What follows belongs to an exercise in optimizing a design on an open flow for small area, a short achievable clock period and few clock cycles per item; a production flow would make more cautious choices. In this exercise RTL edits were held to simulation tests only and were not proved equivalent to the original. Power is estimated from default activity; no workload was simulated.

### flow/config.mk
export PLATFORM = sky130hd
export DESIGN_NAME = sha1_message_digest
export DESIGN_NICKNAME = sha1_message_digest
export VERILOG_FILES = /design/flow/design.v
export SDC_FILE = /design/flow/constraint.sdc
export NUM_CORES = 4
export LEC_CHECK = 0
export ABC_CLOCK_PERIOD_IN_PS = 3500
export CAP_MARGIN = 20
export CORE_MARGIN = 2
export CORE_UTILIZATION = 40
export SETUP_SLACK_MARGIN = 4.0
export SLEW_MARGIN = 20
### flow/constraint.sdc
create_clock -name core_clock -period 8.0 [get_ports {aclk}]
set_input_delay 1.6000 -clock core_clock [delete_from_list [all_inputs] [get_ports {aclk}]]
set_output_delay 1.6000 -clock core_clock [all_outputs]
set_load 0.01 [all_outputs]
### flow/design.v
`timescale 1ns / 1ps
module sha1_message_digest (
    input  logic                            aclk,
    input  logic                            aresetn,
    input  logic                            s_tvalid,
    output logic                            s_tready,
    input  logic [7:0]          s_tdata,    
    input  logic                            s_tlast,
    output logic                            m_tvalid,
    input  logic                            m_tready,
    output logic [31:0]         m_tdata,    
    output logic [2:0]          m_tuser,    
    output logic                            m_tlast
);
    localparam logic [31:0] H_INIT_0 = 32'h67452301;
    localparam logic [31:0] H_INIT_1 = 32'hEFCDAB89;
    localparam logic [31:0] H_INIT_2 = 32'h98BADCFE;
    localparam logic [31:0] H_INIT_3 = 32'h10325476;
    localparam logic [31:0] H_INIT_4 = 32'hC3D2E1F0;
    localparam logic [31:0] K_ROUND_0 = 32'h5A827999;
    localparam logic [31:0] K_ROUND_1 = 32'h6ED9EBA1;
    localparam logic [31:0] K_ROUND_2 = 32'h8F1BBCDC;
    localparam logic [31:0] K_ROUND_3 = 32'hCA62C1D6;
    function automatic logic [31:0] h_init_rev(input logic [2:0] i);
        case (i)
            3'd0:    h_init_rev = H_INIT_4;
            3'd1:    h_init_rev = H_INIT_3;
            3'd2:    h_init_rev = H_INIT_2;
            3'd3:    h_init_rev = H_INIT_1;
            default: h_init_rev = H_INIT_0;
        endcase
    endfunction
    logic [31:0]  h0, h1, h2, h3, h4;       
    logic [31:0]  va, vb, vc, vd, ve;       
    logic [511:0] w;                        
    logic [31:0]  pre;                      
    logic         pv;                       
    logic         pf;                       
    logic [2:0]   psub;                     
    logic [6:0]   n;                        
    logic         m_lo, m_sch, m_fin, m_push, m_in, m_15, m_80, m_84;   
    logic [1:0]   kph;                      
    logic [5:0]   pos;                      
    logic         wrdy;                     
    logic         pad, padmark, markhi, lastblk, first, fake;
    logic [60:0]  bcnt;                     
    logic         rdy;
    logic         mval;
    logic [2:0]   midx;
    assign s_tready = rdy;
    assign m_tvalid = mval;
    assign m_tuser  = midx;
    assign m_tlast  = (midx == 3'd4);
    always_comb begin
        case (midx)
            3'd0:    m_tdata = h0;
            3'd1:    m_tdata = h1;
            3'd2:    m_tdata = h2;
            3'd3:    m_tdata = h3;
            default: m_tdata = h4;
        endcase
    end
    logic        ffire, f5fire, lastf5;
    logic [31:0] rnd_rot, rnd_f, rnd_t, va_in;
    assign ffire  = pv & pf;
    assign f5fire = ffire & (psub == 3'd4);
    assign lastf5 = f5fire & lastblk;
    always_comb begin
        rnd_rot = pf ? 32'd0 : {va[26:0], va[31:27]};
        if (pf)                 rnd_f = 32'd0;
        else if (psub == 3'd0)  rnd_f = (vb & vc) | (~vb & vd);
        else if (psub == 3'd2)  rnd_f = (vb & vc) | (vb & vd) | (vc & vd);
        else                    rnd_f = vb ^ vc ^ vd;
        rnd_t = rnd_rot + rnd_f + pre;
        va_in = (pf & lastblk) ? h_init_rev(psub) : rnd_t;
    end
    logic        pre_en, cons;
    logic [31:0] kc, px, py, wsched, pre_sum;
    assign cons   = m_lo & wrdy;
    assign pre_en = cons | m_sch | (m_fin & ~(m_80 & mval));
    always_comb begin
        wsched = w[95:64] ^ w[255:224] ^ w[447:416] ^ w[511:480];
        wsched = {wsched[30:0], wsched[31]};
        if (m_fin)             kc = 32'd0;
        else if (kph == 2'd0)  kc = K_ROUND_0;
        else if (kph == 2'd1)  kc = K_ROUND_1;
        else if (kph == 2'd2)  kc = K_ROUND_2;
        else                   kc = K_ROUND_3;
        px = pv ? vd : ve;
        if (m_lo)         py = w[31:0];
        else if (m_sch)   py = wsched;
        else if (first)   py = h_init_rev(n[2:0]);
        else if (ffire)   py = h3;
        else              py = h4;
        pre_sum = px + py + kc;
    end
    logic [6:0] n_inc, n_n;
    logic       d_lo, d_sch, d_fin, d_push, d_in, d_15, d_80, d_84;
    logic [1:0] d_kph;
    always_comb begin
        n_inc = m_84 ? 7'd0 : n + 7'd1;
        n_n   = pre_en ? n_inc : n;
        d_lo   = (n_n <= 7'd15);
        d_sch  = (n_n >= 7'd16) && (n_n <= 7'd79);
        d_fin  = (n_n >= 7'd80);
        d_push = (n_n >= 7'd16) && (n_n <= 7'd78);
        d_in   = (n_n >= 7'd79);
        d_15   = (n_n == 7'd15);
        d_80   = (n_n == 7'd80);
        d_84   = (n_n == 7'd84);
        if (n_n < 7'd20)      d_kph = 2'd0;
        else if (n_n < 7'd40) d_kph = 2'd1;
        else if (n_n < 7'd60) d_kph = 2'd2;
        else                  d_kph = 2'd3;
    end
    logic        can_in, acc, padpush, bpush, wpush, spush, wshift, is_lenlo;
    logic [7:0]  bv;
    logic [31:0] wv;
    logic [5:0]  pos_n;
    logic        wrdy_n, pad_n;
    assign can_in  = (m_in & ~wrdy) | (m_lo & ~(wrdy & m_15));
    assign acc     = s_tvalid & rdy;
    assign padpush = pad & can_in;
    assign bpush   = acc | (padpush & (pos[1:0] != 2'd0));
    assign wpush   = padpush & (pos[1:0] == 2'd0);
    assign spush   = m_push;
    assign wshift  = (bpush & (pos[1:0] == 2'd0)) | wpush | spush;
    assign bv      = pad ? (padmark ? 8'h80 : 8'h00) : s_tdata;
    assign is_lenlo = ~padmark & ~markhi & (pos == 6'd60);
    always_comb begin
        if (padmark)                             wv = 32'h80000000;
        else if (~markhi && pos == 6'd56)        wv = bcnt[60:29];
        else if (~markhi && pos == 6'd60)        wv = {bcnt[28:0], 3'b000};
        else                                     wv = 32'd0;
    end
    always_comb begin
        pos_n = pos;
        if (bpush)      pos_n = pos + 6'd1;
        else if (wpush) pos_n = {pos[5:2] + 4'd1, 2'b00};
        if ((bpush & (pos[1:0] == 2'd3)) | wpush) wrdy_n = 1'b1;
        else if (cons)                            wrdy_n = 1'b0;
        else                                      wrdy_n = wrdy;
        if (acc & s_tlast)             pad_n = 1'b1;
        else if (wpush & is_lenlo)     pad_n = 1'b0;
        else                           pad_n = pad;
    end
    always_ff @(posedge aclk) begin
        if (!aresetn) begin
            n       <= 7'd80;
            m_lo    <= 1'b0;
            m_sch   <= 1'b0;
            m_fin   <= 1'b1;
            m_push  <= 1'b0;
            m_in    <= 1'b1;
            m_15    <= 1'b0;
            m_80    <= 1'b1;
            m_84    <= 1'b0;
            kph     <= 2'd0;
            pv      <= 1'b0;
            pos     <= '0;
            wrdy    <= 1'b0;
            pad     <= 1'b0;
            padmark <= 1'b0;
            markhi  <= 1'b0;
            lastblk <= 1'b1;
            first   <= 1'b1;
            fake    <= 1'b1;
            bcnt    <= '0;
            rdy     <= 1'b1;
            mval    <= 1'b0;
            midx    <= '0;
        end else begin
            n      <= n_n;
            m_lo   <= d_lo;
            m_sch  <= d_sch;
            m_fin  <= d_fin;
            m_push <= d_push;
            m_in   <= d_in;
            m_15   <= d_15;
            m_80   <= d_80;
            m_84   <= d_84;
            kph    <= d_kph;
            pv     <= pre_en;
            pos    <= pos_n;
            wrdy   <= wrdy_n;
            pad    <= pad_n;
            rdy    <= ~pad_n & ((d_in & ~wrdy_n) | (d_lo & ~(wrdy_n & d_15)));
            if (acc & s_tlast) padmark <= 1'b1;
            else if (padpush)  padmark <= 1'b0;
            if (padpush) begin
                if (pos_n == 6'd0)                    markhi <= 1'b0;
                else if (padmark && pos >= 6'd56)     markhi <= 1'b1;
            end
            if (wpush & is_lenlo) begin
                bcnt    <= '0;
                lastblk <= 1'b1;
            end else if (acc) begin
                bcnt    <= bcnt + 61'd1;
            end
            if (f5fire) begin
                first   <= lastblk;
            end
            if (lastf5) begin
                lastblk <= 1'b0;
                fake    <= 1'b0;
                mval    <= ~fake;
                midx    <= '0;
            end else if (mval & m_tready) begin
                if (midx == 3'd4) begin
                    mval <= 1'b0;
                    midx <= '0;
                end else begin
                    midx <= midx + 3'd1;
                end
            end
        end
    end
    always_ff @(posedge aclk) begin
        if (pv) begin
            va <= va_in;
            vb <= va;
            vc <= pf ? vb : {vb[1:0], vb[31:2]};
            vd <= vc;
            ve <= vd;
        end
        if (ffire) begin
            h0 <= rnd_t;
            h1 <= h0;
            h2 <= h1;
            h3 <= h2;
            h4 <= h3;
        end
    end
    always_ff @(posedge aclk) begin
        if (pre_en) begin
            pre  <= pre_sum;
            pf   <= m_fin;
            psub <= m_fin ? n[2:0] : {1'b0, kph};
        end
        if (wshift) begin
            w[511:32] <= w[479:0];
        end
        if (bpush) begin
            w[31:0] <= {w[23:0], bv};
        end else if (wpush) begin
            w[31:0] <= wv;
        end else if (spush) begin
            w[31:0] <= wsched;
        end
    end
endmodule
### flow/run.sh
#!/bin/bash
# synth_recipe.tcl (not shown) runs the flow's synth.tcl, then flattens the netlist and writes it again
# the make line also repeats each setting of config.mk as NAME=value (left out here)
make -C /OpenROAD-flow-scripts/flow DESIGN_CONFIG=/design/flow/config.mk WORK_HOME=/design/flow/orfs CLKGATE_MAP_FILE= SYNTH_SCRIPT=/design/flow/synth_recipe.tcl finish
==> impl_metrics.yaml, run 1 <==
power:
  power.total_uw: 19500
  sw_share_pct: 34.1
  share_clk_of_total_power_pct: 24.2
  gate_power_share_pct: 33.6
  power-per-cell-area_nw_per_um2: 374
  power.share.sequential_pct: 42.2
  max-vdd-ir-drop_v: 0.000209
  power.net_switching_uw: 6630
  cell_internal_power_uw: 12800
  p_leak_uw: 0.0186
timing:
  setup_slack_ps: 3480
  relSlewSlack_pct: 25.0
  finalSetupViolations: 0
  grt_setup_unrepaired: "true"
  finalHoldViolations: 0
  worst_pin_slew_ps: 1120
  skew_ps: 52.6
  fin_worst_hold_slack_ps: 391
  timing.fmax_mhz: 221
  finalWorstPathRequiredPeriod_ps: 4520
  maxSlewViolCount: 0
  period_share_pct: 56.5
synthesis:
  synth_async_sr_flop_share_pct: 0
  post-synth-top-area-cell: "sky130_fd_sc_hd__edfxtp_1"
  synth_nets: 3209
  leading_cell_types_by_total_area_after_synthesis: "sky130_fd_sc_hd__edfxtp_1, sky130_fd_sc_hd__dfxtp_1, sky130_fd_sc_hd__fa_1, sky130_fd_sc_hd__ha_1, sky130_fd_sc_hd__xnor2_1"
  yosysTopAreaCellShare_pct: 57.6
  synth-warning-count: 1
  top_reg_cell_synth: "sky130_fd_sc_hd__edfxtp_1"
  mean_post_synth_cell_area_um2: 14.0
  ys_seq_elements: 965
  synthesis.area_um2: 41900
  syn-instance-count: 2986
  netlist-cell-type-count: 85
  synth_edf_count: 804
  ys_seq_area_share_pct: 65.3
die:
  top_level_ports: 51
  core_region_area_um2: 104000
  die_area_um2: 107000
  floorplan.die.width_um: 328
  rows: 118
  start_util_pct: 40.4
  dieHeight_um: 328
layout:
  finalNetCount: 3471
  layout-drive-gt1-share_pct: 25.8
  layout-area-overhead-vs-synth_pct: 24.2
  nFillCells: 8651
clock_network:
  cts_buffers: 101
  cts-root-buf: "sky130_fd_sc_hd__clkbuf_16"
  clock_tree.buffer_depth: 3
  cts_num_sinks: 965
  cts-hold-fix-buffers: 0
  tritoncts: "yes"
  htree_num_levels: 3
  cts.clk_slew.worst_paths_ps: 70
  clock_insertion_delay_worst_skew_ps: 700
routing:
  routed-via-count: 25619
  ant_nets: 0
  wl_per_cell_um: 23.9
  drt-vias-per-instance: 5.43
  drt_first_iter_violations: 2508
  route.detailed.drc: 0
  detail_route.first_pass.iterations: 7
  drt-total-wl_um: 113000
setup_path:
  cp-end-kind: "flop"
  worstPathMaxFanout: 6
  crit_type: "flop to flop"
  worst_ep_required_time_ps: 8430
  critPathLaunchType: "flop"
  worstPathArrival_ps: 4950
global_route:
  grt_antenna_before_repair: 6
  groute.usage.overall_pct: 20.5
  grt_pass1_vias: 24887
  grt_start_max_net_pins: 210
  global_route.overflow_total: 0
  grt_pass1_wl_um: 164000
placement:
  rd_place_congestion: 0.901
  hpwl_um: 72200
  placement.io_buffers: 50
  place_ws_ps: 2570
outcome:
  outcome: "finished clean"
run:
  cap_violations: 0
worst_hold_path:
  tightest_hold_check_type: "flop to flop"
-- through the flow --
stage	area, um^2	utilization (%)	TNS (ps)	instances
after global routing	52100	50.2	0	4716
after floorplan	42100	-	-706770	2986
after global placement	44200	42.6	0	4342
after detailed placement	44200	42.6	0	4342
final	52100	50.2	0	4718
after CTS	50900	49.0	0	4667
-- cell type report --
class	count	area [um^2]	area share (%)
clock buffer	138	2740	5.25
clock inverter	53	576	1.10
sequential	965	27400	52.6
tap	1380	1730	3.31
inverter	91	373	0.716
timing repair buffer	265	2930	5.63
multi-input combinational	1821	16300	31.3
timing repair inverter	3	26.3	0.0504
antenna	2	5.00	0.00961
-- worst max-delay path, cell delays in order, from the launching register on --
cell,delay (ps)
sky130_fd_sc_hd__edfxtp_1,500
sky130_fd_sc_hd__or3_4,550
sky130_fd_sc_hd__buf_16,220
sky130_fd_sc_hd__nor3_4,240
sky130_fd_sc_hd__a211oi_4,70
sky130_fd_sc_hd__fa_1,450
sky130_fd_sc_hd__ha_2,230
sky130_fd_sc_hd__fa_2,380
sky130_fd_sc_hd__a21oi_2,190
sky130_fd_sc_hd__nor2_2,70
sky130_fd_sc_hd__o31a_1,290
sky130_fd_sc_hd__o21ai_4,160
sky130_fd_sc_hd__buf_12,150
sky130_fd_sc_hd__o211ai_1,110
sky130_fd_sc_hd__a31oi_2,290
sky130_fd_sc_hd__xnor2_2,130
sky130_fd_sc_hd__a21bo_2,220
-- synth_stat cells, types with 4 or more instances --
cell type / count
sky130_fd_sc_hd__edfxtp_1: 804
sky130_fd_sc_hd__nor2_1: 217
sky130_fd_sc_hd__nand2_1: 183
sky130_fd_sc_hd__dfxtp_1: 161
sky130_fd_sc_hd__xnor2_1: 153
sky130_fd_sc_hd__a21oi_1: 140
sky130_fd_sc_hd__ha_1: 115
sky130_fd_sc_hd__o21ai_0: 103
sky130_fd_sc_hd__mux2_2: 98
sky130_fd_sc_hd__fa_1: 95
sky130_fd_sc_hd__inv_1: 88
sky130_fd_sc_hd__clkbuf_1: 81
sky130_fd_sc_hd__nor2b_1: 69
sky130_fd_sc_hd__a22oi_1: 68
sky130_fd_sc_hd__nor3_1: 62
sky130_fd_sc_hd__xor2_1: 59
sky130_fd_sc_hd__mux2i_1: 55
sky130_fd_sc_hd__a31oi_1: 45
sky130_fd_sc_hd__nand3_1: 39
sky130_fd_sc_hd__a211oi_1: 33
sky130_fd_sc_hd__a21o_1: 25
sky130_fd_sc_hd__buf_2: 25
sky130_fd_sc_hd__nand4_1: 23
sky130_fd_sc_hd__and2_1: 17
sky130_fd_sc_hd__and3_1: 17
sky130_fd_sc_hd__nand2b_1: 17
sky130_fd_sc_hd__or3_1: 17
sky130_fd_sc_hd__a21boi_0: 16
sky130_fd_sc_hd__o211ai_1: 13
sky130_fd_sc_hd__o21a_1: 12
sky130_fd_sc_hd__a22o_1: 10
sky130_fd_sc_hd__a211o_1: 8
sky130_fd_sc_hd__o2111ai_1: 8
sky130_fd_sc_hd__o21bai_1: 8
sky130_fd_sc_hd__nand3b_1: 7
sky130_fd_sc_hd__a221oi_1: 6
sky130_fd_sc_hd__a21bo_2: 5
sky130_fd_sc_hd__nor4_1: 5
sky130_fd_sc_hd__o21ai_1: 5
sky130_fd_sc_hd__a222oi_1: 4
sky130_fd_sc_hd__buf_1: 4
sky130_fd_sc_hd__o31ai_1: 4
sky130_fd_sc_hd__or2_2: 4
-- sequential cells by signal (all words and copies together), names as in the netlist, 2 cells and up --
| name | cells |
|---|---|
| ve | 32 |
| vd | 32 |
| vc | 32 |
| n | 7 |
| kph | 2 |
| vb | 32 |
| psub | 3 |
| h2 | 32 |
| bcnt | 61 |
| pre | 32 |
| midx | 3 |
| w | 512 |
| h4 | 32 |
| h1 | 32 |
| va | 32 |
| h0 | 32 |
| h3 | 32 |
| pos | 6 |
-- what timing repair did --
item | 4_1_cts | 5_1_grt
setup endpoints to repair | 118 | 313
buffers inserted | 115 | 45
pin swaps | 119 | 97
gates resized for setup | 564 | 153
gates cloned | 19 | 4
-- power groups by stage --
stage	combinational (uW)	sequential, uW	clock (uW)
floorplan	3270	8010	0
global placement	4860	8250	0
detailed placement	4850	8280	0
CTS	5980	8210	4820
global route	6970	8320	5030
finish	6530	8210	4720
-- cells by family (layout without fill, tap and decap cells) --
logic type / after synthesis / in the layout / synth area share [%]
other: 0 / 2 / 0
XOR/XNOR: 213 / 213 / 4.48
AO/OA/AOI/OAI: 537 / 537 / 8.31
buffers and inverters: 201 / 550 / 1.87
adder cells (fa/ha/maj): 210 / 210 / 7.97
flip-flops: 965 / 965 / 65.3
multiplexers: 154 / 154 / 3.97
AND/OR/NAND/NOR: 706 / 707 / 8.15
-- final timing paths --
path                    startpoint  depth (start not counted)               end  slack (ps)
max          psub[2]$_SDFFCE_PN0N_                         16  va[31]$_DFFE_PP_        3480
min               w[116]$_DFFE_PP_                          0  w[148]$_DFFE_PP_         390
max reg2reg  psub[2]$_SDFFCE_PN0N_                         16  va[31]$_DFFE_PP_        3480
min reg2reg       w[116]$_DFFE_PP_                          0  w[148]$_DFFE_PP_         390
-- metal layers --
layer	track usage, %	up-vias	share of wire [%]
li1	-	11541	-
met1	29.7	13019	45
met2	30.9	872	45
met3	3.38	187	6.4
met4	7.74	0	3.6
met5	0	-	0
-- placed cells by master, fill, tap and decap left out, types with 76 or more instances in the layout --
cell / netlist / final
sky130_fd_sc_hd__xnor2_1: 153 / 129
sky130_fd_sc_hd__fa_1: 95 / 85
sky130_fd_sc_hd__mux2_2: 98 / 91
sky130_fd_sc_hd__a21oi_1: 140 / 107
sky130_fd_sc_hd__dfxtp_1: 161 / 153
sky130_fd_sc_hd__buf_4: 0 / 134
sky130_fd_sc_hd__nand2_1: 183 / 168
sky130_fd_sc_hd__edfxtp_1: 804 / 804
sky130_fd_sc_hd__nor2_1: 217 / 175
sky130_fd_sc_hd__o21ai_0: 103 / 76
sky130_fd_sc_hd__clkbuf_16: 0 / 105
Testbench counts, summed over its fixed seeds: cycles 104,266, bytes 44,818.
==> inputs of run 2 (changes only) <==
--- a/flow/config.mk
+++ b/flow/config.mk
@@ -6,8 +6,8 @@
 export NUM_CORES = 4
 export LEC_CHECK = 0
-export ABC_CLOCK_PERIOD_IN_PS = 3500
+export ABC_CLOCK_PERIOD_IN_PS = 2500
 export CAP_MARGIN = 20
 export CORE_MARGIN = 2
 export CORE_UTILIZATION = 40
-export SETUP_SLACK_MARGIN = 4.0
+export SETUP_SLACK_MARGIN = 5.0
 export SLEW_MARGIN = 20
==> run 2 against run 1 <==
Effect of this change: still clean on timing, DRC and antenna; global-route usage grew 0.70 points; setup slack gained 70 ps; area after synthesis is the same; register-to-register slack gained 90 ps; clock power is essentially flat; maximum frequency grew 1.6%; critical path type is now flop to output pin; largest cell class unchanged; largest power group unchanged; highest routed layer is now met5.
==> impl_metrics.yaml, run 2 <==
synthesis:
  synth_async_sr_flop_share_pct: 0
  top_reg_cell_synth: "sky130_fd_sc_hd__edfxtp_1"
  synth-warning-count: 1
  ys_seq_elements: 965
  synth_edf_count: 804
  netlist-cell-type-count: 85
  post-synth-top-area-cell: "sky130_fd_sc_hd__edfxtp_1"
  syn-instance-count: 2986
  netlist_top_cells_count: "sky130_fd_sc_hd__edfxtp_1, sky130_fd_sc_hd__nor2_1, sky130_fd_sc_hd__nand2_1"
  leading_cell_types_by_total_area_after_synthesis: "sky130_fd_sc_hd__edfxtp_1, sky130_fd_sc_hd__dfxtp_1, sky130_fd_sc_hd__fa_1, sky130_fd_sc_hd__ha_1, sky130_fd_sc_hd__xnor2_1"
  synth_nets: 3209
  yosysMostFrequentCell: "sky130_fd_sc_hd__edfxtp_1"
  yosysTopAreaCellShare_pct: 57.6
  mean_post_synth_cell_area_um2: 14.0
  ys_seq_area_share_pct: 65.3
  synthesis.area_um2: 41900
clock_network:
  clock_insertion_delay_worst_skew_ps: 690
  cts_buffers: 100
  cts-root-buf: "sky130_fd_sc_hd__clkbuf_16"
  cts.clk_slew.worst_paths_ps: 60
  cts-hold-fix-buffers: 0
  tritoncts: "yes"
  cts_num_sinks: 965
  clock_tree.buffer_depth: 3
  htree_num_levels: 3
placement:
  placement.io_buffers: 50
  rd_place_congestion: 0.913
  place_ws_ps: 2420
  hpwl_um: 73800
  dpl_cell_area_um2: 44700
  placed_cells_incl_taps: 4333
global_route:
  grt_busiest_layer: "met2"
  global_route.overflow_total: 0
  grt_pass1_vias: 26174
  groute.usage.overall_pct: 21.2
  grt_antenna_before_repair: 7
  grt_start_max_net_pins: 212
  grtUsageMet2_pct: 33.1
  grt_use_met1_pct: 29.7
  grt_pass1_wl_um: 170000
  global_route.usage.met3_pct: 2.95
setup_path:
  worst_ep_required_time_ps: 6400
  path_cells: "inv_4, ha_2, nor2b_4, buf_12, or4_4, buf_6, buf_6, buf_12, a31oi_4, buf_6"
  cp_slowest_stage_delay_ps: 540
  worstPathArrival_ps: 2850
  timing.critical_path.mode_cell: "sky130_fd_sc_hd__buf_6"
  critPathLaunchType: "flop"
  slowest_stage: "sky130_fd_sc_hd__or4_4"
  cp-end-kind: "output pin"
  worstPathMaxFanout: 7
  crit_type: "flop to output pin"
timing:
  period_share_pct: 55.6
  finalHoldViolations: 0
  setup_slack_ps: 3550
  relSlewSlack_pct: 18.7
  skew_ps: 32.0
  timing.fmax_mhz: 225
  finalSetupViolations: 0
  worst_pin_slew_ps: 1210
  maxSlewViolCount: 0
  finalWorstPathRequiredPeriod_ps: 4450
  setup_tns_ps: 0
  grt_setup_unrepaired: "true"
layout:
  post-route-cell-area_um2: 53100
  layout.cells.non_filler: 4760
  max_flop_register: "w"
  multi_input_area_um2: 16900
  final_core_utilization_pct: 51.1
  regArea_um2: 27400
  final_common_cell: "sky130_fd_sc_hd__edfxtp_1"
  layout-area-overhead-vs-synth_pct: 26.5
  layout_common_cells: "sky130_fd_sc_hd__edfxtp_1, sky130_fd_sc_hd__nor2_1, sky130_fd_sc_hd__nand2_1"
  largestRegisters: "w x512, bcnt x61"
  layout-drive-gt1-share_pct: 29.3
  nFillCells: 8488
  largest_register_ffs: 512
  finalNetCount: 3515
routing:
  wl_per_cell_um: 24.4
  routed-via-count: 26184
  route.detailed.drc: 0
  detail_route.first_pass.iterations: 6
  drt-total-wl_um: 116000
  drt_first_iter_violations: 2512
  ant_nets: 0
  drt-vias-per-instance: 5.50
die:
  start_util_pct: 40.4
  rows: 118
  floorplan.die.width_um: 328
  die_area_um2: 107000
  top_level_ports: 51
  dieHeight_um: 328
  core_region_area_um2: 104000
power:
  p_leak_uw: 0.0191
  max-vdd-ir-drop_v: 0.000217
  power-per-cell-area_nw_per_um2: 378
outcome:
  outcome: "finished clean"
run:
  cap_violations: 0
worst_hold_path:
  tightest_hold_check_type: "flop to flop"
==> run 2: cell counts after synthesis <==
No cell type changed its count.
==> run 2: cells by family after synthesis <==
kind of cell | Yosys count | synth area share [%]
compound gates | 537 | 8.31
flops | 965 | 65.3
xor+xnor | 213 | 4.48
fa+ha+maj | 210 | 7.97
mux | 154 | 3.97
buf+inv | 201 | 1.87
simple gates | 706 | 8.15
==> run 2: repair_timing <==
action                                  in CTS  in global routing
setup buffers                              160                 51
cloned                                      22                  2
endpoints found under the setup margin     724                445
resized for setup                          619                151
pin swaps                                  114                115
==> run 2: metrics by stage <==
step           hold WS, ps  total power, uW
6_report               405            20000
5_1_grt                420            20900
4_1_cts                411            19600
3_5_place_dp           405            13400
3_3_place_gp           401            13300
2_1_floorplan          400            11500
==> run 2: worst paths after layout <==
path	slack [ps]	start	depth (start not counted)	to
worst min register to register	400	w[141]$_DFFE_PP_	0	w[173]$_DFFE_PP_
worst min-delay path	400	w[141]$_DFFE_PP_	0	w[173]$_DFFE_PP_
worst max-delay path	3550	midx[1]$_SDFFE_PP0P_	10	m_tdata[21]
worst max register to register	3570	psub[0]$_DFFE_PN_	17	h0[29]$_DFFE_PP_
==> run 2: power breakdown <==
part / total (uW) / switching (uW) / internal, uW
combinational: 7070 / 4030 / 3040
sequential: 8230 / 892 / 7330
clock: 4740 / 2000 / 2740
==> run 2: area by class of cell <==
class | count | share of cell area [%]
antenna | 2 | 0.00943
clock buffer | 133 | 5.20
clock inverter | 55 | 1.14
inverter | 91 | 0.719
multi-input combinational | 1827 | 31.8
sequential | 965 | 51.7
tap | 1380 | 3.25
timing repair buffer | 302 | 6.13
timing repair inverter | 5 | 0.0990
==> run 2: metal layers <==
metal,up-vias,part of all wire [%],wire (um)
li1,11615,-,-
met1,13392,44,50700
met2,962,46,53800
met3,213,5.9,6900
met4,2,4.2,4830
met5,-,0.013,15
==> run 2: worst max-delay path, delay by kind of cell (launching register included) <==
family / cells / cell delay [ps]
AO/OA/AOI/OAI: 1 / 230
adder cells (fa/ha/maj): 1 / 170
buffers and inverters: 6 / 710
flip-flops: 1 / 390
AND/OR/NAND/NOR: 2 / 670
==> inputs of run 3 (changes only) <==
--- a/flow/design.v
+++ b/flow/design.v
@@ -31,11 +31,20 @@
         endcase
     endfunction
+    function automatic logic [31:0] add3(input logic [31:0] x, input logic [31:0] y,
+                                         input logic [31:0] z);
+        logic [31:0] s, c;
+        s = x ^ y ^ z;
+        c = (x & y) | (x & z) | (y & z);
+        add3 = s + {c[30:0], 1'b0};
+    endfunction
     logic [31:0]  h0, h1, h2, h3, h4;       
     logic [31:0]  va, vb, vc, vd, ve;       
+    logic [31:0]  fr;                       
     logic [511:0] w;                        
     logic [31:0]  pre;                      
     logic         pv;                       
     logic         pf;                       
-    logic [2:0]   psub;                     
+    logic [2:0]   pfi;                      
+    logic [3:0]   pnt;                      
     logic [6:0]   n;                        
     logic         m_lo, m_sch, m_fin, m_push, m_in, m_15, m_80, m_84;   
@@ -45,4 +54,7 @@
     logic         pad, padmark, markhi, lastblk, first, fake;
     logic [60:0]  bcnt;                     
+    logic [5:0]   bc_lo;                    
+    logic [54:0]  bc_hi;                    
+    logic [4:0]   bc_cy;                    
     logic         rdy;
     logic         mval;
@@ -62,16 +74,16 @@
     end
     logic        ffire, f5fire, lastf5;
-    logic [31:0] rnd_rot, rnd_f, rnd_t, va_in;
+    logic [31:0] rnd_t, va_in, vc_in, f_next;
     assign ffire  = pv & pf;
-    assign f5fire = ffire & (psub == 3'd4);
+    assign f5fire = ffire & (pfi == 3'd4);
     assign lastf5 = f5fire & lastblk;
     always_comb begin
-        rnd_rot = pf ? 32'd0 : {va[26:0], va[31:27]};
-        if (pf)                 rnd_f = 32'd0;
-        else if (psub == 3'd0)  rnd_f = (vb & vc) | (~vb & vd);
-        else if (psub == 3'd2)  rnd_f = (vb & vc) | (vb & vd) | (vc & vd);
-        else                    rnd_f = vb ^ vc ^ vd;
-        rnd_t = rnd_rot + rnd_f + pre;
-        va_in = (pf & lastblk) ? h_init_rev(psub) : rnd_t;
+        rnd_t = add3({va[26:0], va[31:27]}, fr, pre);
+        if (pf) va_in = lastblk ? h_init_rev(pfi) : pre;
+        else    va_in = rnd_t;
+        vc_in = pf ? vb : {vb[1:0], vb[31:2]};
+        f_next = ({32{pnt[1]}} & ((va & vc_in) | (~va & vc)))
+               | ({32{pnt[2]}} & (va ^ vc_in ^ vc))
+               | ({32{pnt[3]}} & ((va & vc_in) | (va & vc) | (vc_in & vc)));
     end
     logic        pre_en, cons;
@@ -91,7 +103,6 @@
         else if (m_sch)   py = wsched;
         else if (first)   py = h_init_rev(n[2:0]);
-        else if (ffire)   py = h3;
         else              py = h4;
-        pre_sum = px + py + kc;
+        pre_sum = add3(px, py, kc);
     end
     logic [6:0] n_inc, n_n;
@@ -127,4 +138,5 @@
     assign wshift  = (bpush & (pos[1:0] == 2'd0)) | wpush | spush;
     assign bv      = pad ? (padmark ? 8'h80 : 8'h00) : s_tdata;
+    assign bcnt    = {bc_hi, bc_lo};
     assign is_lenlo = ~padmark & ~markhi & (pos == 6'd60);
     always_comb begin
@@ -166,5 +178,7 @@
             first   <= 1'b1;
             fake    <= 1'b1;
-            bcnt    <= '0;
+            bc_lo   <= '0;
+            bc_hi   <= '0;
+            bc_cy   <= '0;
             rdy     <= 1'b1;
             mval    <= 1'b0;
@@ -193,8 +207,15 @@
             end
             if (wpush & is_lenlo) begin
-                bcnt    <= '0;
+                bc_lo   <= '0;
+                bc_hi   <= '0;
+                bc_cy   <= '0;
                 lastblk <= 1'b1;
-            end else if (acc) begin
-                bcnt    <= bcnt + 61'd1;
+            end else begin
+                if (acc) bc_lo <= bc_lo + 6'd1;
+                bc_cy[0] <= acc & (bc_lo == 6'd63);
+                for (int k = 0; k < 5; k++) begin
+                    if (bc_cy[k]) bc_hi[k*11 +: 11] <= bc_hi[k*11 +: 11] + 11'd1;
+                    if (k < 4) bc_cy[k+1] <= bc_cy[k] & (bc_hi[k*11 +: 11] == 11'h7FF);
+                end
             end
             if (f5fire) begin
@@ -220,10 +241,11 @@
             va <= va_in;
             vb <= va;
-            vc <= pf ? vb : {vb[1:0], vb[31:2]};
+            vc <= vc_in;
             vd <= vc;
             ve <= vd;
-        end
-        if (ffire) begin
-            h0 <= rnd_t;
+            fr <= f_next;
+        end
+        if ((pre_en & m_fin) | f5fire) begin
+            h0 <= pre;
             h1 <= h0;
             h2 <= h1;
@@ -234,7 +256,8 @@
     always_ff @(posedge aclk) begin
         if (pre_en) begin
-            pre  <= pre_sum;
-            pf   <= m_fin;
-            psub <= m_fin ? n[2:0] : {1'b0, kph};
+            pre <= pre_sum;
+            pf  <= m_fin;
+            pfi <= n[2:0];
+            pnt <= {d_kph == 2'd2, d_kph[0], d_kph == 2'd0, 1'b0} & {4{~d_fin}};
         end
         if (wshift) begin
--- a/flow/config.mk
+++ b/flow/config.mk
@@ -6,8 +6,8 @@
 export NUM_CORES = 4
 export LEC_CHECK = 0
-export ABC_CLOCK_PERIOD_IN_PS = 2500
+export ABC_CLOCK_PERIOD_IN_PS = 3500
 export CAP_MARGIN = 20
 export CORE_MARGIN = 2
 export CORE_UTILIZATION = 40
-export SETUP_SLACK_MARGIN = 5.0
+export SETUP_SLACK_MARGIN = 4.0
 export SLEW_MARGIN = 20
==> run 3 against run 2 <==
Effect of this change: sequential cell count up 40; hold slack worse by 10 ps; setup slack gained 460 ps; via count shrank 5.1%; utilization down 4.4 points; synthesized cell count fell by 0.84%; critical path depth rose by 7; clock-buffer cell count rose by 1; final cell count decreased by 4.2%; first-iteration DRC count increased by 18%; non-clock buffer count shrank 194; power grew 0.19%; critical path type is now flop to flop; critical endpoint is now pre[25]$_DFFE_PN_; largest cell class unchanged; largest power group unchanged.
==> impl_metrics.yaml, run 3 <==
layout:
  layout-area-overhead-vs-synth_pct: 16.0
  num_antenna_cells: 0
  final_common_cell: "sky130_fd_sc_hd__edfxtp_1"
  finalNetCount: 3263
  layout-drive-gt1-share_pct: 17.0
  max_flop_register: "w"
  layout.cells.non_filler: 4560
  largest_register_ffs: 512
  layout_common_cells: "sky130_fd_sc_hd__edfxtp_1, sky130_fd_sc_hd__nor2_1, sky130_fd_sc_hd__nand2_1, sky130_fd_sc_hd__inv_1, sky130_fd_sc_hd__dfxtp_1"
  largestRegisters: "w x512, bc_hi x55"
routing:
  met1_layer_wirelength_in_the_final_routing_um: 47900
  routed-via-count: 24841
  wl_met3_um: 7090
  ant_nets: 0
  highest-signal-layer: "met4"
  detail_route.first_pass.iterations: 6
  wl_per_cell_um: 22.9
  drt-total-wl_um: 104000
  drt_first_iter_violations: 2953
  route.detailed.drc: 0
  met2WireLength_um: 46700
  drt-vias-per-instance: 5.45
clock_network:
  cts-hold-fix-buffers: 0
  cts_buffers: 103
  cts.clk_slew.worst_paths_ps: 60
  tritoncts: "yes"
  clock_tree.buffer_depth: 3
  cts_num_sinks: 1005
  cts-root-buf: "sky130_fd_sc_hd__clkbuf_16"
  htree_num_levels: 3
  clock_insertion_delay_worst_skew_ps: 700
setup_path:
  reg2reg_setup_slack_ps: 4010
  worstPathArrival_ps: 4420
  crit_type: "flop to flop"
  cp_slowest_stage_delay_ps: 550
  path_cells: "inv_2, ha_2, nor2_2, o21ai_4, o21ai_0, o21ai_0, mux2_2, fa_1, inv_1, fa_2, nor2b_4, o21bai_4, a211oi_4, o41ai_2, o31a_1, o21bai_1, xor2_1"
  timing.critical_path.mode_cell: "sky130_fd_sc_hd__o21ai_0"
  critPathLaunchType: "flop"
  worst_ep_required_time_ps: 8430
  worstPathMaxFanout: 9
  slowest_stage: "sky130_fd_sc_hd__fa_1"
  cp-end-kind: "flop"
die:
  floorplan.die.width_um: 332
  dieHeight_um: 332
  top_level_ports: 51
  die_area_um2: 110000
  start_util_pct: 40.3
  rows: 120
  core_region_area_um2: 107000
power:
  max-vdd-ir-drop_v: 0.000214
  p_leak_uw: 0.0179
  power-per-cell-area_nw_per_um2: 402
synthesis:
  synthesis.area_um2: 43000
  top_reg_cell_synth: "sky130_fd_sc_hd__edfxtp_1"
  mean_post_synth_cell_area_um2: 14.5
  simple_gate_portion_of_the_synthesized_area_pct: 6.64
  leading_cell_types_by_total_area_after_synthesis: "sky130_fd_sc_hd__edfxtp_1, sky130_fd_sc_hd__dfxtp_1, sky130_fd_sc_hd__fa_1, sky130_fd_sc_hd__ha_1, sky130_fd_sc_hd__xnor2_1"
  netlist_top_cells_count: "sky130_fd_sc_hd__edfxtp_1, sky130_fd_sc_hd__nor2_1, sky130_fd_sc_hd__inv_1"
  yosysTopAreaCellShare_pct: 60.8
  syn-instance-count: 2961
  post_synth_fa_ha_maj_area_fraction_pct: 7.00
  post_synth_xor_area_fraction_pct: 3.95
  ys_seq_elements: 1005
  largest_family_of_logic_cells_by_synthesized_area: "compound AO/OA/AOI/OAI gates"
  synth-warning-count: 1
  multiplexer_share_of_the_synthesized_area_pct: 3.03
  yosysMostFrequentCell: "sky130_fd_sc_hd__edfxtp_1"
  post-synth-top-area-cell: "sky130_fd_sc_hd__edfxtp_1"
  synth_edf_count: 871
  synth_async_sr_flop_share_pct: 0
  synth_nets: 3157
  ys_seq_area_share_pct: 67.0
  synth_compound_gate_area_share_pct: 9.97
  netlist-cell-type-count: 104
timing:
  timing.fmax_mhz: 251
  fin_worst_hold_slack_ps: 394
  finalSetupViolations: 0
  maxSlewViolCount: 0
  period_share_pct: 49.8
  relSlewSlack_pct: 22.5
  setup_tns_ps: 0
  grt_setup_unrepaired: "true"
  finalHoldViolations: 0
  skew_ps: 41.2
  finalWorstPathRequiredPeriod_ps: 3990
  worst_pin_slew_ps: 1160
placement:
  placement.io_buffers: 50
  rd_place_congestion: 0.881
  hpwl_um: 69500
  placed_cells_incl_taps: 4338
global_route:
  groute.usage.overall_pct: 18.7
  grt_pass1_vias: 23560
  global_route.overflow_total: 0
  grt_pass1_wl_um: 155000
  grt_antenna_before_repair: 5
  grt_start_max_net_pins: 196
run:
  cap_violations: 0
outcome:
  outcome: "finished clean"
worst_hold_path:
  tightest_hold_check_type: "flop to flop"
## run 3: path summary, 6_finish.rpt
check | startpoint | to | cells past startpoint
worst min register to register | w[189]$_DFFE_PP_ | w[221]$_DFFE_PP_ | 0
worst max register to register | n[0]$_SDFF_PN0_ | pre[25]$_DFFE_PN_ | 17
worst max-delay path | n[0]$_SDFF_PN0_ | pre[25]$_DFFE_PN_ | 17
worst min-delay path | w[189]$_DFFE_PP_ | w[221]$_DFFE_PP_ | 0
## run 3: cell type report
class / instances / area, um^2
multi-input cells: 1696 / 14100
clock inverters: 61 / 751
well taps: 1403 / 1760
flip-flops and latches: 1005 / 28900
repair buffers: 108 / 1100
fillers: 9267 / 57000
clock buffers: 134 / 2820
inverters: 153 / 579
## run 3: timing repair
action                     CTS  global route
pin swaps                   13            32
setup endpoints to repair   57            43
setup buffers               13             7
cloned                       6             1
resized for setup          207           112
## run 3: report_power, final
group          switching, uW  internal [uW]  total [uW]
sequential              1080           7790        8870
combinational           3770           2430        6200
clock                   2080           2930        5000
## run 3: logic make-up after synthesis
family | count (synthesis)
flops | 1005
compound gates | 602
simple gates | 594
buf+inv | 261
xor+xnor | 194
fa+ha+maj | 184
mux | 121
## run 3: stage by stage
| stage | setup WS, ps | cell area (um^2) | total power [uW] | util, % |
|---|---|---|---|---|
| 4_1_cts | 3950 | 49500 | 20000 | 46.3 |
| 2_1_floorplan | 2660 | 43300 | 12700 | - |
| 3_5_place_dp | 3150 | 45300 | 14800 | 42.4 |
| 5_1_grt | 3850 | 49900 | 21100 | 46.7 |
| 6_report | 4010 | 49900 | 20100 | 46.7 |
| 3_3_place_gp | 3210 | 45300 | 14700 | 42.4 |
## run 3: worst max-delay path: cells and delay by family, from the launching register on
family | cells | cell delay, ps
flops | 1 | 400
fa+ha+maj | 3 | 1170
xor+xnor | 1 | 80
compound gates | 8 | 1340
buf+inv | 2 | 150
mux | 1 | 280
simple gates | 2 | 290
## run 3: metal layers
layer  global-route usage, %  vias up
li1                        -    11314
met1                    27.9    12534
met2                    27.9      833
met3                    3.42      160
met4                    5.16        0
met5                       0        -
Testbench counts of run 3, summed over its fixed seeds: cycles 104,266, bytes 44,818.
==> inputs of run 4 (changes only) <==
--- a/flow/design.v
+++ b/flow/design.v
@@ -60,17 +60,11 @@
     logic         mval;
     logic [2:0]   midx;
+    logic [4:0]   osel;                     
     assign s_tready = rdy;
     assign m_tvalid = mval;
     assign m_tuser  = midx;
-    assign m_tlast  = (midx == 3'd4);
-    always_comb begin
-        case (midx)
-            3'd0:    m_tdata = h0;
-            3'd1:    m_tdata = h1;
-            3'd2:    m_tdata = h2;
-            3'd3:    m_tdata = h3;
-            default: m_tdata = h4;
-        endcase
-    end
+    assign m_tlast  = osel[4];
+    assign m_tdata  = ({32{osel[0]}} & h0) | ({32{osel[1]}} & h1) | ({32{osel[2]}} & h2)
+                    | ({32{osel[3]}} & h3) | ({32{osel[4]}} & h4);
     logic        ffire, f5fire, lastf5;
     logic [31:0] rnd_t, va_in, vc_in, f_next;
@@ -100,8 +94,6 @@
         else                   kc = K_ROUND_3;
         px = pv ? vd : ve;
-        if (m_lo)         py = w[31:0];
-        else if (m_sch)   py = wsched;
-        else if (first)   py = h_init_rev(n[2:0]);
-        else              py = h4;
+        py = ({32{m_lo}} & w[31:0]) | ({32{m_sch}} & wsched)
+           | ({32{m_fin & first}} & h_init_rev(n[2:0])) | ({32{m_fin & ~first}} & h4);
         pre_sum = add3(px, py, kc);
     end
@@ -136,5 +128,5 @@
     assign wpush   = padpush & (pos[1:0] == 2'd0);
     assign spush   = m_push;
-    assign wshift  = (bpush & (pos[1:0] == 2'd0)) | wpush | spush;
+    assign wshift  = (cons & ~m_15) | spush;
     assign bv      = pad ? (padmark ? 8'h80 : 8'h00) : s_tdata;
     assign bcnt    = {bc_hi, bc_lo};
@@ -184,4 +176,5 @@
             mval    <= 1'b0;
             midx    <= '0;
+            osel    <= 5'd1;
         end else begin
             n      <= n_n;
@@ -227,6 +220,7 @@
                 mval    <= ~fake;
                 midx    <= '0;
+                osel    <= 5'd1;
             end else if (mval & m_tready) begin
-                if (midx == 3'd4) begin
+                if (osel[4]) begin
                     mval <= 1'b0;
                     midx <= '0;
@@ -234,4 +228,5 @@
                     midx <= midx + 3'd1;
                 end
+                osel <= {osel[3:0], osel[4]};
             end
         end
--- a/flow/config.mk
+++ b/flow/config.mk
@@ -6,8 +6,8 @@
 export NUM_CORES = 4
 export LEC_CHECK = 0
-export ABC_CLOCK_PERIOD_IN_PS = 3500
+export ABC_CLOCK_PERIOD_IN_PS = 3000
 export CAP_MARGIN = 20
 export CORE_MARGIN = 2
 export CORE_UTILIZATION = 40
-export SETUP_SLACK_MARGIN = 4.0
+export SETUP_SLACK_MARGIN = 4.5
 export SLEW_MARGIN = 20
==> run 4 against run 3 <==
Effect of this change: still clean; non-clock buffer count rose by 48; setup slack lost 14 ps; area after synthesis shrank 2.0%; power is 6.2% lower; clock power fell by 2%; combinational power is 3.7% lower; sequential cell count up 5; clock skew down 7.6 ps; first-iteration DRC count shrank 9.0%; register-to-register slack about the same; critical path depth stayed put; routed wire length shrank 2.2%.
==> impl_metrics.yaml, run 4 <==
layout:
  nFillCells: 8989
  largest_register_ffs: 512
  final_common_cell: "sky130_fd_sc_hd__edfxtp_1"
  layout_common_cells: "sky130_fd_sc_hd__edfxtp_1, sky130_fd_sc_hd__nand2_1, sky130_fd_sc_hd__nor2_1"
  num_antenna_cells: 0
  layout-area-overhead-vs-synth_pct: 16.9
  finalNetCount: 3201
  layout-drive-gt1-share_pct: 16.6
  post-route-cell-area_um2: 49300
  max_flop_register: "w"
  largestRegisters: "w x512, bc_hi x55"
die:
  floorplan.die.width_um: 329
  die_area_um2: 108000
  top_level_ports: 51
  rows: 119
  start_util_pct: 40.2
  core_region_area_um2: 105000
  dieHeight_um: 329
setup_path:
  critical_path.reg2reg.startpoint: "n[1]$_SDFF_PN0_"
  cp_slowest_stage_delay_ps: 440
  critPathLaunchType: "flop"
  critical_path_cell_count: 17
  reg2reg_setup_slack_ps: 4000
  slowest_stage: "sky130_fd_sc_hd__fa_1"
  worst_path_dominant_cell_family: "compound AO/OA/AOI/OAI gates"
  cp-end-kind: "flop"
  crit_path_buffers_inverters: 3
  critical_path.startpoint: "n[1]$_SDFF_PN0_"
  number_of_cells_on_the_worst_reg_to_reg_path: 17
  worstPathMaxFanout: 5
  worst_ep_required_time_ps: 8500
  path_cells: "inv_2, ha_4, nor3_4, nor3_4, buf_12, a221o_1, a21oi_2, fa_1, inv_2, ha_4, a21o_1, a221oi_4, o21ai_4, nand4_1, a21oi_2, a221o_1, nor4_1"
  worstPathArrival_ps: 4510
  timing.critical_path.to: "pre[31]$_DFFE_PN_"
  timing.rr.end: "pre[31]$_DFFE_PN_"
  crit_type: "flop to flop"
worst_hold_path:
  tightest_hold_check_type: "flop to flop"
  worst_hold_startpoint: "w[35]$_DFFE_PP_"
placement:
  hpwl_um: 67700
  placement.io_buffers: 50
  dpl_cell_area_um2: 44400
  rd_place_congestion: 0.927
  place_ws_ps: 2570
timing:
  grt_setup_unrepaired: "true"
  finalSetupViolations: 0
  period_share_pct: 50.0
  timing.fmax_mhz: 250
  skew_ps: 33.6
  worst_pin_slew_ps: 1080
  finalHoldViolations: 0
  finalWorstPathRequiredPeriod_ps: 4000
  relSlewSlack_pct: 27.8
  setup_slack_ps: 4000
  maxSlewViolCount: 0
clock_network:
  cts-hold-fix-buffers: 0
  tritoncts: "yes"
  cts_buffers: 104
  cts-root-buf: "sky130_fd_sc_hd__clkbuf_16"
  htree_num_levels: 3
  clock_tree.buffer_depth: 3
  cts_num_sinks: 1010
  clock_insertion_delay_worst_skew_ps: 690
  cts.clk_slew.worst_paths_ps: 70
global_route:
  grt_antenna_before_repair: 6
  grt_pass1_vias: 24387
  grt_start_max_net_pins: 211
  global_route.overflow_total: 0
  grt_pass1_wl_um: 153000
  groute.usage.overall_pct: 18.7
synthesis:
  yosysMostFrequentCell: "sky130_fd_sc_hd__edfxtp_1"
  netlist_top_cells_count: "sky130_fd_sc_hd__edfxtp_1, sky130_fd_sc_hd__nand2_1, sky130_fd_sc_hd__nor2_1"
  synth_async_sr_flop_share_pct: 0
  yosysTopAreaCellShare_pct: 62.0
  leading_cell_types_by_total_area_after_synthesis: "sky130_fd_sc_hd__edfxtp_1, sky130_fd_sc_hd__dfxtp_1, sky130_fd_sc_hd__fa_1, sky130_fd_sc_hd__ha_1, sky130_fd_sc_hd__xnor2_1"
  synth_edf_count: 871
  post-synth-top-area-cell: "sky130_fd_sc_hd__edfxtp_1"
  syn-instance-count: 2847
  synthesis.area_um2: 42200
  ys_seq_elements: 1010
  netlist-cell-type-count: 80
  synth_nets: 3039
  mean_post_synth_cell_area_um2: 14.8
  ys_seq_area_share_pct: 68.6
  synth-warning-count: 1
  top_reg_cell_synth: "sky130_fd_sc_hd__edfxtp_1"
routing:
  detail_route.first_pass.iterations: 8
  drt-vias-per-instance: 5.49
  routed-via-count: 24632
  drt-total-wl_um: 102000
  wl_per_cell_um: 22.8
  route.detailed.drc: 0
  ant_nets: 0
  drt_first_iter_violations: 2688
power:
  max-vdd-ir-drop_v: 0.000206
  p_leak_uw: 0.0177
  power-per-cell-area_nw_per_um2: 382
run:
  cap_violations: 0
outcome:
  outcome: "finished clean"
[run 4: cell types whose count changed after synthesis, moves of 15 or more]
cell,before,now
sky130_fd_sc_hd__nand3_1,57,36
sky130_fd_sc_hd__nand2_1,149,191
sky130_fd_sc_hd__a22o_1,5,20
sky130_fd_sc_hd__a211oi_1,29,8
sky130_fd_sc_hd__nor2_1,204,170
sky130_fd_sc_hd__o21a_1,47,13
sky130_fd_sc_hd__a221o_1,3,21
sky130_fd_sc_hd__a21o_1,31,16
sky130_fd_sc_hd__a222oi_1,29,61
sky130_fd_sc_hd__a22oi_1,75,53
[run 4: routing by layer]
metal  routed length (um)  global-route usage, %
met3                 6600                   3.31
met2                46200                   28.8
met4                 3740                   7.31
met1                45600                   26.5
met5                   10                      0
[run 4: cells by family after synthesis]
logic type	after synthesis	share of synthesized area, %
buffers and inverters	243	2.26
flip-flops	1010	68.6
XOR/XNOR	201	4.17
AO/OA/AOI/OAI	536	8.91
multiplexers	107	2.75
adder cells (fa/ha/maj)	180	7.03
AND/OR/NAND/NOR	570	6.27
[run 4: stage by stage]
| stage | hold WS (ps) | utilization, % | power (uW) | std cells | setup TNS, ps |
|---|---|---|---|---|---|
| floorplan | 400 | - | 11300 | 2847 | -126840 |
| global placement | 400 | 42.3 | 13000 | 4223 | 0 |
| detailed placement | 405 | 42.3 | 13100 | 4223 | 0 |
| CTS | 406 | 46.7 | 18700 | 4477 | 0 |
| global route | 410 | 47.0 | 19800 | 4488 | 0 |
| finish | 407 | 47.0 | 18800 | 4488 | 0 |
[run 4: layout make-up]
cell class / instances / area, um^2 / share of cell area (%)
tap: 1391 / 1740 / 3.53
clock buffer: 147 / 2960 / 6.01
multi-input combinational: 1595 / 13100 / 26.5
sequential: 1010 / 29000 / 58.8
inverter: 142 / 536 / 1.09
clock inverter: 47 / 553 / 1.12
timing repair buffer: 156 / 1430 / 2.91
[run 4: where the power goes]
group | internal [uW] | switching, uW | total (uW)
Combinational | 2440 | 3530 | 5970
Sequential | 7090 | 867 | 7950
Clock | 2850 | 2050 | 4910
Total | 12400 | 6450 | 18800
[run 4: worst min path at each step]
stage / endpoint / slack [ps] / depth (start not counted)
floorplan: w[128]$_DFFE_PP_ / 400 / 0
global placement: w[288]$_DFFE_PP_ / 400 / 0
detailed placement: w[177]$_DFFE_PP_ / 400 / 0
CTS: w[88]$_DFFE_PP_ / 410 / 0
global route: w[364]$_DFFE_PP_ / 410 / 0
finish: w[67]$_DFFE_PP_ / 410 / 0
[run 4: repair_timing]
| item | CTS | global route |
|---|---|---|
| resized for setup | 305 | 44 |
| pin swaps | 100 | 48 |
| endpoints found under the setup margin | 282 | 342 |
| setup buffers | 58 | 10 |
| gates cloned | 2 | 1 |
Testbench counts of run 4, summed over its fixed seeds: cycles 104,266, bytes 44,818.
==> inputs of run 5 (changes only) <==
--- a/flow/design.v
+++ b/flow/design.v
@@ -43,4 +43,5 @@
     logic [511:0] w;                        
     logic [31:0]  pre;                      
+    logic [31:0]  wnx;                      
     logic         pv;                       
     logic         pf;                       
@@ -52,4 +53,5 @@
     logic [5:0]   pos;                      
     logic         wrdy;                     
+    logic         early;                    
     logic         pad, padmark, markhi, lastblk, first, fake;
     logic [60:0]  bcnt;                     
@@ -81,11 +83,11 @@
                | ({32{pnt[3]}} & ((va & vc_in) | (va & vc) | (vc_in & vc)));
     end
-    logic        pre_en, cons;
+    logic        pre_en, cons, esh;
     logic [31:0] kc, px, py, wsched, pre_sum;
-    assign cons   = m_lo & wrdy;
+    assign cons   = m_lo & (wrdy | early);
+    assign esh    = m_fin & wrdy & ~early;
     assign pre_en = cons | m_sch | (m_fin & ~(m_80 & mval));
     always_comb begin
-        wsched = w[95:64] ^ w[255:224] ^ w[447:416] ^ w[511:480];
-        wsched = {wsched[30:0], wsched[31]};
+        wsched = wnx;
         if (m_fin)             kc = 32'd0;
         else if (kph == 2'd0)  kc = K_ROUND_0;
@@ -94,5 +96,5 @@
         else                   kc = K_ROUND_3;
         px = pv ? vd : ve;
-        py = ({32{m_lo}} & w[31:0]) | ({32{m_sch}} & wsched)
+        py = ({32{m_lo & ~early}} & w[31:0]) | ({32{m_lo & early}} & w[63:32]) | ({32{m_sch}} & wsched)
            | ({32{m_fin & first}} & h_init_rev(n[2:0])) | ({32{m_fin & ~first}} & h4);
         pre_sum = add3(px, py, kc);
@@ -121,6 +123,6 @@
     logic [31:0] wv;
     logic [5:0]  pos_n;
-    logic        wrdy_n, pad_n;
-    assign can_in  = (m_in & ~wrdy) | (m_lo & ~(wrdy & m_15));
+    logic        wrdy_n, pad_n, early_n, free_n;
+    assign can_in  = (m_in | m_lo) & (~wrdy | esh | (m_lo & ~early & ~m_15));
     assign acc     = s_tvalid & rdy;
     assign padpush = pad & can_in;
@@ -128,5 +130,5 @@
     assign wpush   = padpush & (pos[1:0] == 2'd0);
     assign spush   = m_push;
-    assign wshift  = (cons & ~m_15) | spush;
+    assign wshift  = (cons & ~early & ~m_15) | spush | esh;
     assign bv      = pad ? (padmark ? 8'h80 : 8'h00) : s_tdata;
     assign bcnt    = {bc_hi, bc_lo};
@@ -143,6 +145,10 @@
         else if (wpush) pos_n = {pos[5:2] + 4'd1, 2'b00};
         if ((bpush & (pos[1:0] == 2'd3)) | wpush) wrdy_n = 1'b1;
-        else if (cons)                            wrdy_n = 1'b0;
+        else if ((cons & ~early) | esh)           wrdy_n = 1'b0;
         else                                      wrdy_n = wrdy;
+        if (esh)                       early_n = 1'b1;
+        else if (cons)                 early_n = 1'b0;
+        else                           early_n = early;
+        free_n = ~wrdy_n | (d_fin & ~early_n) | (d_lo & ~early_n & ~d_15);
         if (acc & s_tlast)             pad_n = 1'b1;
         else if (wpush & is_lenlo)     pad_n = 1'b0;
@@ -164,4 +170,5 @@
             pos     <= '0;
             wrdy    <= 1'b0;
+            early   <= 1'b0;
             pad     <= 1'b0;
             padmark <= 1'b0;
@@ -191,6 +198,7 @@
             pos    <= pos_n;
             wrdy   <= wrdy_n;
+            early  <= early_n;
             pad    <= pad_n;
-            rdy    <= ~pad_n & ((d_in & ~wrdy_n) | (d_lo & ~(wrdy_n & d_15)));
+            rdy    <= ~pad_n & (d_in | d_lo) & free_n;
             if (acc & s_tlast) padmark <= 1'b1;
             else if (padpush)  padmark <= 1'b0;
@@ -249,5 +257,14 @@
         end
     end
+    logic [511:0] w_d;
+    logic [31:0]  wnx_d;
+    always_comb begin
+        w_d = w;
+        if (wshift) w_d[511:32] = w[479:0];
+        wnx_d = w_d[95:64] ^ w_d[255:224] ^ w_d[447:416] ^ w_d[511:480];
+        wnx_d = {wnx_d[30:0], wnx_d[31]};
+    end
     always_ff @(posedge aclk) begin
+        wnx <= wnx_d;
         if (pre_en) begin
             pre <= pre_sum;
==> run 5 against run 4 <==
Effect of this change: final cell count increased by 3.9%; area after synthesis increased by 2.7%; die area increased by 2.7%; sequential share of layout area is 3.3 points lower; global-route usage decreased by 0.19 points; setup slack lost 110 ps; non-clock buffer count increased by 42; register-to-register slack worse by 110 ps; via count is 2.7% higher; highest routed layer is now met4; final area is 3.7% higher; sequential power grew 12%; critical path depth up 1.
==> impl_metrics.yaml, run 5 <==
routing:
  ant_nets: 0
  routed-via-count: 25309
  wl_per_cell_um: 22.7
  drt-total-wl_um: 106000
  drt-vias-per-instance: 5.43
  route.detailed.drc: 0
  detail_route.first_pass.iterations: 7
  drt_first_iter_violations: 2665
layout:
  largestRegisters: "w x512, bc_hi x55"
  final_common_cell: "sky130_fd_sc_hd__edfxtp_1"
  max_flop_register: "w"
  layout_common_cells: "sky130_fd_sc_hd__edfxtp_1, sky130_fd_sc_hd__dfxtp_1, sky130_fd_sc_hd__mux2_2"
  layout-area-overhead-vs-synth_pct: 18.0
  finalNetCount: 3356
  final_core_utilization_pct: 47.7
  nFillCells: 9295
  layout-drive-gt1-share_pct: 21.6
  largest_register_ffs: 512
timing:
  grt_setup_unrepaired: "true"
  fin_worst_hold_slack_ps: 371
  worst_pin_slew_ps: 1060
  maxSlewViolCount: 0
  timing.fmax_mhz: 243
  finalSetupViolations: 0
  skew_ps: 53.4
  setup_slack_ps: 3890
  relSlewSlack_pct: 29.4
  period_share_pct: 51.4
  setup_tns_ps: 0
  finalWorstPathRequiredPeriod_ps: 4110
  finalHoldViolations: 0
global_route:
  global_route.overflow_total: 0
  grt_start_max_net_pins: 178
  grt_pass1_vias: 24487
  grt_pass1_wl_um: 156000
  grt_antenna_before_repair: 5
  groute.usage.overall_pct: 18.5
synthesis:
  leading_cell_types_by_total_area_after_synthesis: "sky130_fd_sc_hd__edfxtp_1, sky130_fd_sc_hd__dfxtp_1, sky130_fd_sc_hd__mux2_2, sky130_fd_sc_hd__fa_1, sky130_fd_sc_hd__ha_1"
  synthesis.area_um2: 43300
  synth_async_sr_flop_share_pct: 0
  mean_post_synth_cell_area_um2: 14.6
  syn-instance-count: 2970
  top_reg_cell_synth: "sky130_fd_sc_hd__edfxtp_1"
  synth_edf_count: 743
  synth-warning-count: 1
  synth_nets: 3162
  ys_seq_elements: 1043
  netlist-cell-type-count: 92
  netlist_top_cells_count: "sky130_fd_sc_hd__edfxtp_1, sky130_fd_sc_hd__dfxtp_1, sky130_fd_sc_hd__mux2_2"
  yosysMostFrequentCell: "sky130_fd_sc_hd__edfxtp_1"
  yosysTopAreaCellShare_pct: 51.5
  ys_seq_area_share_pct: 65.4
  post-synth-top-area-cell: "sky130_fd_sc_hd__edfxtp_1"
power:
  cell_internal_power_uw: 14100
  power-per-cell-area_nw_per_um2: 414
  power.share.sequential_pct: 41.9
  p_leak_uw: 0.0191
  sw_share_pct: 33.3
  power.total_uw: 21100
  share_clk_of_total_power_pct: 24.1
  power.net_switching_uw: 7040
  max-vdd-ir-drop_v: 0.000196
  gate_power_share_pct: 34.0
setup_path:
  worstPathArrival_ps: 4520
  path_cells: "inv_4, ha_4, nor3_4, o311ai_4, buf_6, buf_6, and3_4, fa_1, inv_2, ha_4, and4_4, a221oi_2, a21boi_2, a311oi_4, o221ai_4, a221oi_4, nor2_2, xor2_1"
  critPathLaunchType: "flop"
  slowest_stage: "sky130_fd_sc_hd__fa_1"
  cp_slowest_stage_delay_ps: 510
  worstPathMaxFanout: 6
  reg2reg_setup_slack_ps: 3890
  cp-end-kind: "flop"
  worst_ep_required_time_ps: 8410
  crit_type: "flop to flop"
worst_hold_path:
  tightest_hold_check_type: "flop to flop"
run:
  cap_violations: 0
clock_network:
  clock_tree.buffer_depth: 3
  cts.clk_slew.worst_paths_ps: 60
  clock_insertion_delay_worst_skew_ps: 700
  cts_num_sinks: 1043
  htree_num_levels: 3
  tritoncts: "yes"
  cts-root-buf: "sky130_fd_sc_hd__clkbuf_16"
  cts_buffers: 108
die:
  core_region_area_um2: 107000
  floorplan.die.width_um: 333
  top_level_ports: 51
  die_area_um2: 111000
  rows: 120
  start_util_pct: 40.4
  dieHeight_um: 333
placement:
  placement.io_buffers: 50
  place_ws_ps: 2710
  rd_place_congestion: 0.869
  hpwl_um: 67500
outcome:
  outcome: "finished clean"
-- run 5: power groups by stage --
stage / registers (uW) / clock network, uW / logic (uW)
after floorplan: 8430 / 0 / 4840
after global placement: 8950 / 0 / 6270
after detailed placement: 8980 / 0 / 6350
after CTS: 8870 / 5200 / 6700
after global routing: 9000 / 5410 / 7870
final: 8870 / 5090 / 7190
-- run 5: timing repair --
item / CTS / global route
setup endpoints to repair: 560 / 166
cloned: 6 / 6
setup buffers: 50 / 57
pin swaps: 99 / 53
hold buffers: 0 / 0
gates resized for setup: 261 / 85
-- run 5: worst max-delay path, delay by kind of cell (launching register included) --
family                   cells  cell delay [ps]
AO/OA/AOI/OAI                6             1350
flip-flops                   1              410
adder cells (fa/ha/maj)      3              910
XOR/XNOR                     1              160
buffers and inverters        4              390
AND/OR/NAND/NOR              4              630
-- run 5: cell type report --
type	count	area, um^2	share of cell area (%)
sequential	1043	28400	55.5
multi-input combinational	1663	14800	29.0
clock buffer	154	3000	5.86
timing repair buffer	198	1990	3.89
tap	1403	1760	3.43
clock inverter	50	626	1.22
inverter	150	576	1.13
antenna	1	2.50	0.00490
-- run 5: kinds of logic after synthesis --
group / after synthesis / synth area share (%)
mux: 233 / 5.96
fa+ha+maj: 179 / 6.81
compound gates: 504 / 8.67
buf+inv: 265 / 2.40
simple gates: 574 / 6.19
xor+xnor: 172 / 4.62
flops: 1043 / 65.4
-- run 5: path summary, 6_finish.rpt --
check                   start                end  depth (start not counted)
max reg2reg   n[1]$_SDFF_PN0_  pre[26]$_DFFE_PN_                         18
max           n[1]$_SDFF_PN0_  pre[26]$_DFFE_PN_                         18
min reg2reg  w[319]$_DFFE_PN_   w[351]$_DFFE_PN_                          0
min          w[319]$_DFFE_PN_   w[351]$_DFFE_PN_                          0
-- run 5: layer usage --
metal  share of wire [%]  wire length, um  vias up  track usage, %
met5                   0                0        -               0
met1                  45            47500    12796            26.5
met3                 6.8             7170      179            3.52
met4                 3.3             3470        0            5.84
met2                  45            47900      836            28.6
li1                    -                -    11498               -
-- run 5: through the flow --
stage | instances | area (um^2)
floorplan | 2970 | 43500
global placement | 4338 | 45600
detailed placement | 4338 | 45600
CTS | 4598 | 50200
global route | 4661 | 51100
finish | 4662 | 51100
Testbench counts of run 5, summed over its fixed seeds: cycles 102,660, bytes 44,818.

==> re-timing with driven ports <==
Ports are ideal in the flow. The routed layouts listed here were re-timed in OpenROAD. Step 1 sets driving cells, clkbuf_16 on the clock port and buf_2 on the other inputs (assumed; they add their load-dependent delay and slew). Step 2, shift: input delay + t, output delay - t, t = (earliest + latest rising clock arrival at the registers) / 2. This alone moves slack from input paths to output paths. Three values: ideal, step 1, step 2; two values: the first two.
run | t, ns | setup slack, ns | slew at the worst register clock pin (ns)
run 1 | 0.744 | 3.483 / 3.446 / 3.483 | 0.07 / 0.07
run 2 | 0.741 | 3.553 / 3.482 / 3.567 | 0.07 / 0.07
run 3 | 0.750 | 4.012 / 3.987 / 3.511 | 0.07 / 0.07
run 4 | 0.742 | 3.998 / 3.998 / 3.998 | 0.07 / 0.07
run 5 | 0.750 | 3.889 / 3.889 / 3.889 | 0.07 / 0.07
After both steps setup and hold are still met in every run listed. The setup slack of run 3, which loses most, moves by -0.025 ns with the drivers and by -0.501 ns with both steps.
